From an optimization exercise on the open Yosys and OpenROAD flow, aimed at a short achievable clock period; shortcuts taken in it are not production practice. Only simulation tests tie the RTL to the original design; equivalence was not proved. The flow treats the clock pin as an ideal source. Dropping or thinning the clock tree relies on that and would not hold on a real chip. Power and IR drop assume default switching activity.

==> job 9518 <==
==> flow/design.v (excerpt) <==
module vector_unit_top (
    input  logic                  clk_i,
    input  logic                  rst_n_i,
    input  logic                  wb_cyc_i,
    input  logic                  wb_stb_i,
    input  logic                  wb_we_i,
    input  logic [5-1:0] wb_adr_i,
    input  logic [32-1:0] wb_dat_i,
    input  logic [3:0]            wb_sel_i,
    output logic [32-1:0] wb_dat_o,
    output logic                  wb_ack_o
);
==> flow/config.mk <==
export PLATFORM = sky130hd
export DESIGN_NAME = vector_unit_top
export DESIGN_NICKNAME = vector_unit_top
export VERILOG_FILES = /design/flow/design.v
export SDC_FILE = /design/flow/constraint.sdc
export NUM_CORES = 4
export LEC_CHECK = 0
export CAP_MARGIN = 20
export CORE_MARGIN = 2
export CORE_UTILIZATION = 40
export SETUP_SLACK_MARGIN = 2.4
export SLEW_MARGIN = 20
export SYNTH_HIERARCHICAL = 1
==> flow/constraint.sdc <==
create_clock -name core_clock -period 4.0 [get_ports {clk_i}]
set_input_delay 0.8000 -clock core_clock [delete_from_list [all_inputs] [get_ports {clk_i}]]
set_output_delay 0.8000 -clock core_clock [all_outputs]
set_load 0.01 [all_outputs]
standard.sh (not shown) runs the stock make flow with config.mk's settings and CLKGATE_MAP_FILE= SYNTH_SCRIPT=/design/flow/synth_recipe.tcl, a recipe that flattens the netlist after the stock synthesis.
==> flow/flow/run.sh <==
#!/bin/bash
# Own layout flow: the standard flow (standard.sh) for every step, with
# the clock tree that CTS builds swapped, inside the CTS step, for a
# two-level clock-inverter tree (post_cts.tcl sources clocktree.tcl), then
# legalized and repaired again. Each step's output goes to a log file here.
set -eo pipefail
cd "$(dirname "$0")/.."
flowdir=$(pwd)/flow
bash standard.sh synth > synth.log 2>&1
bash standard.sh floorplan place > place.log 2>&1
bash standard.sh POST_CTS_TCL="$flowdir/post_cts.tcl" cts > cts.log 2>&1
bash standard.sh finish > finish.log 2>&1
==> flow/flow/clocktree.tcl <==
# Replace the clock tree with two levels of clock inverters: the clock port
# drives NR root inverters, each of which drives a few of the NB leaf
# inverters, and each leaf drives one cluster of flip-flops. Both levels
# invert, so the flip-flops see the port's edge.
set BUF [expr {[info exists ::env(VU_CLK_BUF)] ? $::env(VU_CLK_BUF) : "sky130_fd_sc_hd__clkinv_16"}]
set block [ord::get_db_block]
set db [ord::get_db]
set root [$block findNet clk_i]

# Walk the existing tree from the port: buffers/loads to delete, sink pins to keep
set sinks {}
set old_insts {}
set old_nets {}
set todo [list $root]
while {[llength $todo]} {
  set net [lindex $todo 0]
  set todo [lrange $todo 1 end]
  foreach it [$net getITerms] {
    if {[$it isOutputSignal]} { continue }
    set inst [$it getInst]
    set m [[$inst getMaster] getName]
    if {[[$inst getMaster] isSequential] || [string match "*__df*" $m]} {
      lappend sinks $it
    } else {
      lappend old_insts $inst
      foreach ot [$inst getITerms] {
        if {[$ot isOutputSignal] && [$ot getNet] ne "NULL"} {
          lappend todo [$ot getNet]
          lappend old_nets [$ot getNet]
        }
      }
    }
  }
}
puts "clocktree: [llength $sinks] sinks, removing [llength $old_insts] cells and [llength $old_nets] nets"
foreach it $sinks { $it disconnect }
foreach inst $old_insts { odb::dbInst_destroy $inst }
foreach net $old_nets { odb::dbNet_destroy $net }

# Leaf cells: about 30 flip-flops each
set NB [expr {[info exists ::env(VU_CLK_BUFS)] ? $::env(VU_CLK_BUFS) : max(4, int(ceil([llength $sinks] / 30.0)))}]

# Sink positions (pin centres)
set pts {}
foreach it $sinks {
  set inst [$it getInst]
  set bb [$inst getBBox]
  lappend pts [list [expr {([$bb xMin] + [$bb xMax]) / 2.0}] [expr {([$bb yMin] + [$bb yMax]) / 2.0}]]
}
# k-means from a grid of seeds
set n [llength $pts]
set xs [lsort -real [lmap p $pts {lindex $p 0}]]
set ys [lsort -real [lmap p $pts {lindex $p 1}]]
set cent {}
set gx [expr {int(ceil(sqrt($NB)))}]
set gy [expr {int(ceil(double($NB) / $gx))}]
for {set k 0} {$k < $NB} {incr k} {
  set ix [expr {$k % $gx}]
  set iy [expr {$k / $gx}]
  lappend cent [list [lindex $xs [expr {int(($ix + 0.5) * $n / $gx)}]] [lindex $ys [expr {int(($iy + 0.5) * $n / $gy)}]]]
}
set cap [expr {int(ceil(double($n) / $NB)) + 2}]
for {set iter 0} {$iter < 30} {incr iter} {
  # balanced assignment: each point to its nearest centre with room left, farthest-first
  set cnt [lrepeat $NB 0]
  set asg [lrepeat $n -1]
  set items {}
  for {set i 0} {$i < $n} {incr i} {
    set p [lindex $pts $i]
    set best 1e30
    for {set k 0} {$k < $NB} {incr k} {
      set c [lindex $cent $k]
      set d [expr {abs([lindex $p 0] - [lindex $c 0]) + abs([lindex $p 1] - [lindex $c 1])}]
      if {$d < $best} { set best $d }
    }
    lappend items [list $i $best]
  }
  foreach item [lsort -real -decreasing -index 1 $items] {
    set i [lindex $item 0]
    set p [lindex $pts $i]
    set bk -1
    set best 1e30
    for {set k 0} {$k < $NB} {incr k} {
      if {[lindex $cnt $k] >= $cap} { continue }
      set c [lindex $cent $k]
      set d [expr {abs([lindex $p 0] - [lindex $c 0]) + abs([lindex $p 1] - [lindex $c 1])}]
      if {$d < $best} { set best $d; set bk $k }
    }
    lset asg $i $bk
    lset cnt $bk [expr {[lindex $cnt $bk] + 1}]
  }
  set sx [lrepeat $NB 0.0]
  set sy [lrepeat $NB 0.0]
  for {set i 0} {$i < $n} {incr i} {
    set k [lindex $asg $i]
    lset sx $k [expr {[lindex $sx $k] + [lindex $pts $i 0]}]
    lset sy $k [expr {[lindex $sy $k] + [lindex $pts $i 1]}]
  }
  for {set k 0} {$k < $NB} {incr k} {
    if {[lindex $cnt $k] > 0} {
      lset cent $k [list [expr {[lindex $sx $k] / [lindex $cnt $k]}] [expr {[lindex $sy $k] / [lindex $cnt $k]}]]
    }
  }
}
puts "clocktree: cluster sizes $cnt"

set master [$db findMaster $BUF]
$root setSigType CLOCK
# NR root cells on the port each drive a group of leaf cells; with
# inverters (VU_CLK_INV) both levels invert, so the flops see the port's edge
set NR [expr {[info exists ::env(VU_CLK_ROOTS)] ? $::env(VU_CLK_ROOTS) : 4}]
set RCELL [expr {[info exists ::env(VU_CLK_RCELL)] ? $::env(VU_CLK_RCELL) : $BUF}]
set rmaster [$db findMaster $RCELL]
set inpin [expr {[string match "*clkinv*" $BUF] ? "A" : "A"}]
set outpin [expr {[string match "*clkinv*" $BUF] ? "Y" : "X"}]
set rin "A"
set rout [expr {[string match "*clkinv*" $RCELL] ? "Y" : "X"}]
# group leaves by x order of their centres
set lorder {}
for {set k 0} {$k < $NB} {incr k} { lappend lorder [list $k [lindex $cent $k 0] [lindex $cent $k 1]] }
set lorder [lsort -real -index 1 $lorder]
for {set r 0} {$r < $NR} {incr r} {
  set rinst [odb::dbInst_create $block $rmaster "vu_clkroot_$r"]
  set rnet [odb::dbNet_create $block "vu_clkroot_net_$r"]
  $rnet setSigType CLOCK
  [$rinst findITerm $rin] connect $root
  [$rinst findITerm $rout] connect $rnet
  set rx 0.0; set ry 0.0; set cntr 0
  for {set j $r} {$j < $NB} {incr j $NR} {
    set k [lindex $lorder $j 0]
    set leafroot($k) $rnet
    set rx [expr {$rx + [lindex $cent $k 0]}]; set ry [expr {$ry + [lindex $cent $k 1]}]; incr cntr
  }
  $rinst setLocation [expr {int($rx / $cntr) - [$rmaster getWidth] / 2}] [expr {int($ry / $cntr) - [$rmaster getHeight] / 2}]
  $rinst setPlacementStatus PLACED
}
for {set k 0} {$k < $NB} {incr k} {
  set inst [odb::dbInst_create $block $master "vu_clkbuf_$k"]
  set net [odb::dbNet_create $block "vu_clknet_$k"]
  $net setSigType CLOCK
  [$inst findITerm $inpin] connect $leafroot($k)
  [$inst findITerm $outpin] connect $net
  set c [lindex $cent $k]
  $inst setLocation [expr {int([lindex $c 0]) - [$master getWidth] / 2}] [expr {int([lindex $c 1]) - [$master getHeight] / 2}]
  $inst setPlacementStatus PLACED
  set nets($k) $net
}
for {set i 0} {$i < $n} {incr i} {
  [lindex $sinks $i] connect $nets([lindex $asg $i])
}
Other scripts of this flow, unchanged in this note and not shown: flow/flow/post_cts.tcl
==> job 8472: changes against job 9518 <==
--- a/flow/design.v
+++ b/flow/design.v
@@ -233,33 +233,30 @@
         for (int i = 0; i < N; i++) y = y | ({W{sel[i]}} & w[W*i +: W]);
     end
 endmodule
 module vu_stage2 #(
     parameter bit E16 = 1'b1
 ) (
     input  logic [15:0] q,
+    input  logic [3:0]  nib,
     input  logic [15:0] px,
     input  logic [1:0]  a2a,
     input  logic [1:0]  a2s,
     input  logic [1:0]  am,
     input  logic [1:0]  rr,
-    input  logic [1:0]  hsh,
-    input  logic [1:0]  h1,
-    input  logic [1:0]  h0,
+    input  logic [1:0]  hh1,
+    input  logic [1:0]  hh0,
     output logic [15:0] y,
     output logic [1:0]  hit
 );
     localparam int W = E16 ? 16 : 8;
-    logic [3:0] nib;
     always_comb begin
-        for (int b = 0; b < 4; b++) nib[b] = &q[4*b +: 4];
         hit = '0;
         for (int l = 0; l < 16 / W; l++)
-            hit[E16 ? 1 : l] = hsh[E16 ? 1 : l] | (h1[E16 ? 1 : l] & q[W*l+W-1]) |
-                               (h0[E16 ? 1 : l] & ~q[W*l+W-1]);
+            hit[E16 ? 1 : l] = q[W*l+W-1] ? hh1[E16 ? 1 : l] : hh0[E16 ? 1 : l];
         for (int i = 0; i < 16; i++) begin
             logic all1, x;
             all1 = 1'b1;
             for (int b = 0; b < 4; b++)
                 if (b >= (W * (i / W)) / 4 && b < i / 4) all1 = all1 & nib[b];
             for (int j = 0; j < 16; j++)
                 if (j >= 4 * (i / 4) && j < i) all1 = all1 & q[j];
@@ -313,14 +310,15 @@
     localparam int P_FL16 = 8;    
     localparam int P_FL8  = 9;
     localparam int NP     = 10;
     logic        ack_q;
     logic        wr_opa_q, wr_opb_q, wr_ctrl_q;
     logic        opa_v, opb_v, res_v;
     logic [31:0] opa_q, opb_q, result_q;
+    logic [7:0]  nib_q;
     logic [31:0] opas_q, opac_q, opbc_q;
     logic [5:0]  ctrl_q;
     logic        ovf_q;
     logic [3:0]  mag_q;
     logic [15:0] oh16_q, th16_q;
     logic [7:0]  oh8_q, th8_q;
     logic [63:0] shc_q;
@@ -328,15 +326,16 @@
     logic [31:0] precy_a16_q, precy_a8_q, precy_s16_q, precy_s8_q, prexor_q;
     logic [31:0] prefl16_q, prefl8_q;
     logic        dc_add_q, dc_add1_q, dc_round_q, dc_shsat_q, dc_addsat_q, dc_go_q;
     logic        e16_s;
     logic [3:0]  wrc_q, pgo_q;
     logic [NP-1:0] pk_q [4];
     logic [3:0]  a2c_q, sub2c_q;
-    logic [3:0]  rr_q, hsh_q, h1_q, h0_q;
+    logic [3:0]  rr_q, hh1_q, hh0_q;
+    logic [3:0]  a2c8_q, sub2c8_q, rr8_q;
     logic        e16_2, v2_q;
     logic [3:0]  e16c2_q;
     logic req;
     assign req      = wb_cyc_i && wb_stb_i && !ack_q;
     assign wb_ack_o = ack_q;
     logic [31:0] rdata;
     vu_rmux rmux_i (
@@ -442,26 +441,27 @@
             end
         end
     end
     logic [31:0] st2_16, st2_8;
     logic [3:0]  hit16, hit8, hit;
     for (genvar h = 0; h < 2; h++) begin : g_st2
         vu_stage2 #(.E16(1)) s16_i (
-            .q   (result_q[16*h +: 16]), .px (prexor_q[16*h +: 16]), .a2a (a2c_q[2*h +: 2] & ~sub2c_q[2*h +: 2]), .a2s (a2c_q[2*h +: 2] & sub2c_q[2*h +: 2]),
+            .q   (result_q[16*h +: 16]), .nib (nib_q[4*h +: 4]), .px (prexor_q[16*h +: 16]), .a2a (a2c_q[2*h +: 2]), .a2s (sub2c_q[2*h +: 2]),
             .am  ({opa_q[16*h+15], opa_q[16*h+7]}),
-            .rr  (rr_q[2*h +: 2]), .hsh (hsh_q[2*h +: 2]), .h1 (h1_q[2*h +: 2]), .h0 (h0_q[2*h +: 2]),
+            .rr  (rr_q[2*h +: 2]), .hh1 (hh1_q[2*h +: 2]), .hh0 (hh0_q[2*h +: 2]),
             .y   (st2_16[16*h +: 16]), .hit (hit16[2*h +: 2]));
         vu_stage2 #(.E16(0)) s8_i (
-            .q   (result_q[16*h +: 16]), .px (prexor_q[16*h +: 16]), .a2a (a2c_q[2*h +: 2] & ~sub2c_q[2*h +: 2]), .a2s (a2c_q[2*h +: 2] & sub2c_q[2*h +: 2]),
+            .q   (result_q[16*h +: 16]), .nib (nib_q[4*h +: 4]), .px (prexor_q[16*h +: 16]), .a2a (a2c8_q[2*h +: 2]), .a2s (sub2c8_q[2*h +: 2]),
             .am  ({opa_q[16*h+15], opa_q[16*h+7]}),
-            .rr  (rr_q[2*h +: 2]), .hsh (hsh_q[2*h +: 2]), .h1 (h1_q[2*h +: 2]), .h0 (h0_q[2*h +: 2]),
+            .rr  (rr8_q[2*h +: 2]), .hh1 (hh1_q[2*h +: 2]), .hh0 (hh0_q[2*h +: 2]),
             .y   (st2_8[16*h +: 16]), .hit (hit8[2*h +: 2]));
     end
     assign hit = e16_2 ? (hit16 & 4'b1010) : hit8;
     logic [31:0] result_d;
+    logic [7:0]  nib_d;
     for (genvar k = 0; k < 4; k++) begin : g_pick
         logic [NP-1:0] sel;
         logic [7:0]    p1;
         logic          hold;
         assign sel  = pk_q[k];
         assign hold = !(wrc_q[k] & pgo_q[k]);
         vu_pickn #(.N(NP), .W(8)) pick_i (
@@ -469,14 +469,16 @@
             .w   ({prefl8_q[8*k +: 8], prefl16_q[8*k +: 8],
                    presr8_q[8*k +: 8], presr16_q[8*k +: 8],
                    presl8_q[8*k +: 8], presl16_q[8*k +: 8],
                    precy_s8_q[8*k +: 8], precy_s16_q[8*k +: 8],
                    precy_a8_q[8*k +: 8], precy_a16_q[8*k +: 8]}),
             .y   (p1)
         );
+        assign nib_d[2*k]   = &p1[3:0];
+        assign nib_d[2*k+1] = &p1[7:4];
         vu_final fin_i (
             .s16   (st2_16[8*k +: 8]),
             .s8    (st2_8[8*k +: 8]),
             .sel16 (hold &  e16c2_q[k]),
             .sel8  (hold & !e16c2_q[k]),
             .p1    (p1),
             .en1   (wrc_q[k]),
@@ -515,23 +517,26 @@
         end
         sel8_d = {2'b00, mag_d[2], !mag_d[2], sel16_d[3:0]};
     end
     for (genvar k = 0; k < 8; k++) begin : g_shc
         vu_cp #(.W(8)) cp_i (.d((k % 2 == 0) ? sel16_d : sel8_d), .y(shc_d[8*k +: 8]));
     end
     logic          wr_ctrl_d;
-    logic [3:0]    wrc_d, pgo_d, a2c_d, sub2c_d, e16c2_d;
+    logic [3:0]    wrc_d, pgo_d, a2c_d, sub2c_d, e16c2_d, a2c8_d, sub2c8_d, rr8_d;
     logic [NP-1:0] pk_cd [4];
     assign wr_ctrl_d = req && wb_we_i && (wb_adr_i == 5'h08);
     for (genvar k = 0; k < 4; k++) begin : g_cp
         vu_cp #(.W(1))  wrc_i  (.d(wr_ctrl_d), .y(wrc_d[k]));
         vu_cp #(.W(1))  pgo_i  (.d(dc_add | dc_sll | dc_sr), .y(pgo_d[k]));
         vu_cp #(.W(NP)) pk_i   (.d(pk_d), .y(pk_cd[k]));
-        vu_cp #(.W(1))  a2c_i  (.d(g_go & dc_add_q), .y(a2c_d[k]));
+        vu_cp #(.W(1))  a2c_i  (.d(g_go & dc_add_q & !dc_add1_q), .y(a2c_d[k]));
         vu_cp #(.W(1))  sub2c_i(.d(g_add1), .y(sub2c_d[k]));
+        vu_cp #(.W(1))  a2c8_i (.d(g_go & dc_add_q & !dc_add1_q), .y(a2c8_d[k]));
+        vu_cp #(.W(1))  sub2c8_i(.d(g_add1), .y(sub2c8_d[k]));
+        vu_cp #(.W(1))  rr8_i  (.d(rnd_w[k] & g_round), .y(rr8_d[k]));
         vu_cp #(.W(1))  e16c2_i(.d(e16_s), .y(e16c2_d[k]));
     end
     always_ff @(posedge clk_i or negedge rst_n_i) begin
         if (!rst_n_i) begin
             ack_q     <= 1'b0;
             wr_opa_q  <= 1'b0;
             wr_opb_q  <= 1'b0;
@@ -560,14 +565,15 @@
     always_ff @(posedge clk_i) begin
         opa_q       <= opa_d;
         opb_q       <= opb_d;
         opas_q      <= opas_d;
         opac_q      <= opac_d;
         opbc_q      <= opbc_d;
         result_q    <= result_d;
+        nib_q       <= nib_d;
         mag_q       <= mag_d;
         oh16_q      <= oh16_d;
         th16_q      <= th16_d;
         oh8_q       <= oh8_d;
         th8_q       <= th8_d;
         shc_q       <= shc_d;
         presl16_q   <= sl16_w;
@@ -591,12 +597,14 @@
         dc_go_q     <= dc_add | dc_sll | dc_sr;
         e16_s       <= e16_in;
         e16_2       <= e16_s;
         e16c2_q     <= e16c2_d;
         a2c_q       <= a2c_d;
         sub2c_q     <= sub2c_d;
         rr_q        <= rnd_w & {4{g_round}};
-        hsh_q       <= sat_w & {4{g_shsat}};
-        h1_q        <= h1_w & {4{g_addsat}};
-        h0_q        <= h0_w & {4{g_addsat}};
+        a2c8_q      <= a2c8_d;
+        sub2c8_q    <= sub2c8_d;
+        rr8_q       <= rr8_d;
+        hh1_q       <= (sat_w & {4{g_shsat}}) | (h1_w & {4{g_addsat}});
+        hh0_q       <= (sat_w & {4{g_shsat}}) | (h0_w & {4{g_addsat}});
     end
 endmodule
--- a/flow/flow/clocktree.tcl
+++ b/flow/flow/clocktree.tcl
@@ -34,15 +34,16 @@
 }
 puts "clocktree: [llength $sinks] sinks, removing [llength $old_insts] cells and [llength $old_nets] nets"
 foreach it $sinks { $it disconnect }
 foreach inst $old_insts { odb::dbInst_destroy $inst }
 foreach net $old_nets { odb::dbNet_destroy $net }
 
 # Leaf cells: about 30 flip-flops each
-set NB [expr {[info exists ::env(VU_CLK_BUFS)] ? $::env(VU_CLK_BUFS) : max(4, int(ceil([llength $sinks] / 30.0)))}]
+set NR [expr {[info exists ::env(VU_CLK_ROOTS)] ? $::env(VU_CLK_ROOTS) : 4}]
+set NB [expr {[info exists ::env(VU_CLK_BUFS)] ? $::env(VU_CLK_BUFS) : $NR * max(1, int(ceil([llength $sinks] / (29.0 * $NR))))}]
 
 # Sink positions (pin centres)
 set pts {}
 foreach it $sinks {
   set inst [$it getInst]
   set bb [$inst getBBox]
   lappend pts [list [expr {([$bb xMin] + [$bb xMax]) / 2.0}] [expr {([$bb yMin] + [$bb yMax]) / 2.0}]]
@@ -55,15 +56,15 @@
 set gx [expr {int(ceil(sqrt($NB)))}]
 set gy [expr {int(ceil(double($NB) / $gx))}]
 for {set k 0} {$k < $NB} {incr k} {
   set ix [expr {$k % $gx}]
   set iy [expr {$k / $gx}]
   lappend cent [list [lindex $xs [expr {int(($ix + 0.5) * $n / $gx)}]] [lindex $ys [expr {int(($iy + 0.5) * $n / $gy)}]]]
 }
-set cap [expr {int(ceil(double($n) / $NB)) + 2}]
+set cap [expr {int(ceil(double($n) / $NB))}]
 for {set iter 0} {$iter < 30} {incr iter} {
   # balanced assignment: each point to its nearest centre with room left, farthest-first
   set cnt [lrepeat $NB 0]
   set asg [lrepeat $n -1]
   set items {}
   for {set i 0} {$i < $n} {incr i} {
     set p [lindex $pts $i]
@@ -104,15 +105,14 @@
 }
 puts "clocktree: cluster sizes $cnt"
 
 set master [$db findMaster $BUF]
 $root setSigType CLOCK
 # NR root cells on the port each drive a group of leaf cells; with
 # inverters (VU_CLK_INV) both levels invert, so the flops see the port's edge
-set NR [expr {[info exists ::env(VU_CLK_ROOTS)] ? $::env(VU_CLK_ROOTS) : 4}]
 set RCELL [expr {[info exists ::env(VU_CLK_RCELL)] ? $::env(VU_CLK_RCELL) : $BUF}]
 set rmaster [$db findMaster $RCELL]
 set inpin [expr {[string match "*clkinv*" $BUF] ? "A" : "A"}]
 set outpin [expr {[string match "*clkinv*" $BUF] ? "Y" : "X"}]
 set rin "A"
 set rout [expr {[string match "*clkinv*" $RCELL] ? "Y" : "X"}]
 # group leaves by x order of their centres
- CORE_UTILIZATION: 40 -> 55
==> job 9422: changes against job 9518 <==
--- a/flow/design.v
+++ b/flow/design.v
@@ -271,18 +271,17 @@
 endmodule
 module vu_final (
     input  logic [7:0] s16,
     input  logic [7:0] s8,
     input  logic       sel16,
     input  logic       sel8,
     input  logic [7:0] p1,
-    input  logic       en1,
     output logic [7:0] y
 );
-    assign y = ({8{sel16}} & s16) | ({8{sel8}} & s8) | ({8{en1}} & p1);
+    assign y = ({8{sel16}} & s16) | ({8{sel8}} & s8) | p1;
 endmodule
 `timescale 1ns/1ps
 module vu_cp #(
     parameter int W = 1
 ) (
     input  logic [W-1:0] d,
     output logic [W-1:0] y
@@ -322,15 +321,14 @@
     logic        ovf_q;
     logic [3:0]  mag_q;
     logic [15:0] oh16_q, th16_q;
     logic [7:0]  oh8_q, th8_q;
     logic [63:0] shc_q;
     logic [31:0] presl16_q, presl8_q, presr16_q, presr8_q;
     logic [31:0] precy_a16_q, precy_a8_q, precy_s16_q, precy_s8_q, prexor_q;
-    logic [31:0] prefl16_q, prefl8_q;
     logic        dc_add_q, dc_add1_q, dc_round_q, dc_shsat_q, dc_addsat_q, dc_go_q;
     logic        e16_s;
     logic [3:0]  wrc_q, pgo_q;
     logic [NP-1:0] pk_q [4];
     logic [3:0]  a2c_q, sub2c_q;
     logic [3:0]  rr_q, hsh_q, h1_q, h0_q;
     logic        e16_2, v2_q;
@@ -393,34 +391,16 @@
         vu_lane_carry #(.SUB(0)) ca8_i  (.a(opac_q[16*h +: 16]), .b(opbc_q[16*h +: 16]), .e16(1'b0), .c(cy_a8_w[16*h +: 16]));
         vu_lane_carry #(.SUB(1)) cs16_i (.a(opac_q[16*h +: 16]), .b(opbc_q[16*h +: 16]), .e16(1'b1), .c(cy_s16_w[16*h +: 16]));
         vu_lane_carry #(.SUB(1)) cs8_i  (.a(opac_q[16*h +: 16]), .b(opbc_q[16*h +: 16]), .e16(1'b0), .c(cy_s8_w[16*h +: 16]));
     end
     logic [31:0] fill16_w, fill8_w;
     always_comb begin
         for (int i = 0; i < 32; i++) begin
-            logic [3:0] sa16, sb16, sa8, sb8;
-            logic       ge16, ge8;
-            sa16 = shc_q[8*(4*(i/16)+0) +: 4];
-            sb16 = shc_q[8*(4*(i/16)+0)+4 +: 4];
-            sa8  = shc_q[8*(4*(i/16)+1) +: 4];
-            sb8  = shc_q[8*(4*(i/16)+1)+4 +: 4];
-            ge16 = 1'b0;
-            ge8  = 1'b0;
-            for (int hj = 0; hj < 4; hj++) begin
-                if (i % 16 != 0 && hj > (16 - i % 16) / 4) ge16 = ge16 | sb16[hj];
-                if (i % 8 != 0 && hj > (8 - i % 8) / 4)   ge8  = ge8  | sb8[hj];
-                for (int lj = 0; lj < 4; lj++) begin
-                    if (i % 16 != 0 && hj == (16 - i % 16) / 4 && lj >= (16 - i % 16) % 4)
-                        ge16 = ge16 | (sb16[hj] & sa16[lj]);
-                    if (i % 8 != 0 && hj == (8 - i % 8) / 4 && lj >= (8 - i % 8) % 4)
-                        ge8 = ge8 | (sb8[hj] & sa8[lj]);
-                end
-            end
-            fill16_w[i] = opas_q[16*(i/16)+15] & ge16;
-            fill8_w[i]  = opas_q[8*(i/8)+7]    & ge8;
+            fill16_w[i] = opa_q[16*(i/16)+15] & (i % 16 != 0) & th16_q[(i % 16) - 1 + (i % 16 == 0)];
+            fill8_w[i]  = opa_q[8*(i/8)+7]    & (i % 8 != 0)  & th8_q[(i % 8) - 1 + (i % 8 == 0)];
         end
     end
     logic [3:0] rnd_w, sat_w, h1_w, h0_w;
     always_comb begin
         for (int i = 0; i < 4; i++) begin
             logic r8, s8, same;
             r8 = |(opa_q[8*i +: 7] & oh8_q[7:1]);
@@ -458,32 +438,32 @@
     end
     assign hit = e16_2 ? (hit16 & 4'b1010) : hit8;
     logic [31:0] result_d;
     for (genvar k = 0; k < 4; k++) begin : g_pick
         logic [NP-1:0] sel;
         logic [7:0]    p1;
         logic          hold;
-        assign sel  = pk_q[k];
+        always_comb
+            for (int j = 0; j < NP; j++) sel[j] = wrc_q[k] & pk_q[k][j];
         assign hold = !(wrc_q[k] & pgo_q[k]);
         vu_pickn #(.N(NP), .W(8)) pick_i (
             .sel (sel),
-            .w   ({prefl8_q[8*k +: 8], prefl16_q[8*k +: 8],
+            .w   ({fill8_w[8*k +: 8], fill16_w[8*k +: 8],
                    presr8_q[8*k +: 8], presr16_q[8*k +: 8],
                    presl8_q[8*k +: 8], presl16_q[8*k +: 8],
                    precy_s8_q[8*k +: 8], precy_s16_q[8*k +: 8],
                    precy_a8_q[8*k +: 8], precy_a16_q[8*k +: 8]}),
             .y   (p1)
         );
         vu_final fin_i (
             .s16   (st2_16[8*k +: 8]),
             .s8    (st2_8[8*k +: 8]),
             .sel16 (hold &  e16c2_q[k]),
             .sel8  (hold & !e16c2_q[k]),
             .p1    (p1),
-            .en1   (wrc_q[k]),
             .y     (result_d[8*k +: 8])
         );
     end
     logic [31:0] opa_d, opb_d;
     vu_load #(.W(32)) lda_i (.en(wr_opa_q), .clr(!opa_v), .d(wb_dat_i), .q(opa_q), .y(opa_d));
     vu_load #(.W(32)) ldb_i (.en(wr_opb_q), .clr(!opb_v), .d(wb_dat_i), .q(opb_q), .y(opb_d));
     logic [31:0] opas_d, opac_d, opbc_d;
@@ -575,16 +555,14 @@
         presr16_q   <= sr16_w;
         presr8_q    <= sr8_w;
         precy_a16_q <= cy_a16_w;
         precy_a8_q  <= cy_a8_w;
         precy_s16_q <= cy_s16_w;
         precy_s8_q  <= cy_s8_w;
         prexor_q    <= opac_q ^ opbc_q;
-        prefl16_q   <= fill16_w;
-        prefl8_q    <= fill8_w;
         pgo_q       <= pgo_d;
         for (int k = 0; k < 4; k++) pk_q[k] <= pk_cd[k];
         dc_add_q    <= dc_add;
         dc_add1_q   <=  d[3] & ~d[2] &  d[0];
         dc_addsat_q <=  d[3] & ~d[2] &  d[1];
         dc_round_q  <= ~d[3] &  d[0] & (~d[2] | (d[1] & neg));
         dc_shsat_q  <= ~d[3] &  d[2] & ((~d[1] & d[0]) | (d[1] & ~neg));
==> notes.md <==
Status - timing/DRC/antenna clean
M2 GR Usage - 38.7%
Clk pwr - 3.44 mW
Final sequential cell count - 715
Global-route wire length before repair - 170 mm
The numbers above come from job 9422.

==> notes.md <==
Clk pwr - 3.84 mW
Status - timing/DRC/antenna clean
Clock-pin slew on the worst setup and hold paths - 0.10 ns
Multi-input gate share of the layout cell area - 46.9%
Met3 Resource Use GR - 5.26%
Routed WL - 124 mm
Clock Latency Late Sink - 0.35 ns
The numbers above come from job 8472.

==> notes.md <==
Final sequential cell count - 777
Clk pwr - 3.68 mW
Global-route wire length before repair - 176 mm
Combinational power - 1.17 mW
Routed Antenna Nets - 0
M2 GR Usage - 39.2%
Status - timing/DRC/antenna clean
The numbers above come from job 9518.

In every run of this note, the design's own scripts or RTL, not TritonCTS, make the clock network.

afterwards: timing with drivers on the ports:
No port has a modelled driver above. Below, the same layouts with a new extraction and two added sets of constraints.
Step 1: set_driving_cell puts a clkbuf_16 on clk_i and a buf_2 on each other input, an assumption about the parent block.
Step 2 adds t to the input delays and takes it off the output delays; t is the mean of the earliest and latest rising clock arrival at the registers after step 1. Input paths then give back, and output paths get back, about the clock's delay inside the block.
Three values: no drivers, after step 1, after step 2; two values: the first two.
run | t (ns) | setup WS [ns] | hold WS [ns] | latest minus earliest clock arrival (ns) | slew at the worst register clock pin (ns)
job 9518 | 0.551 | 2.217 / 2.129 / 2.022 | 0.402 / 0.221 / 0.403 | 0.064 / 0.064 | 0.11 / 0.11
job 8472 | 0.569 | 2.275 / 2.071 / 2.004 | 0.423 / 0.423 / 0.423 | 0.039 / 0.039 | 0.11 / 0.11
job 9422 | 0.526 | 1.865 / 1.865 / 1.865 | 0.426 / 0.427 / 0.427 | 0.048 / 0.048 | 0.11 / 0.11
After both steps every run listed still meets setup and hold. For job 8472, which loses most, drivers alone change the setup slack by -0.204 ns; drivers and shift together by -0.271 ns.
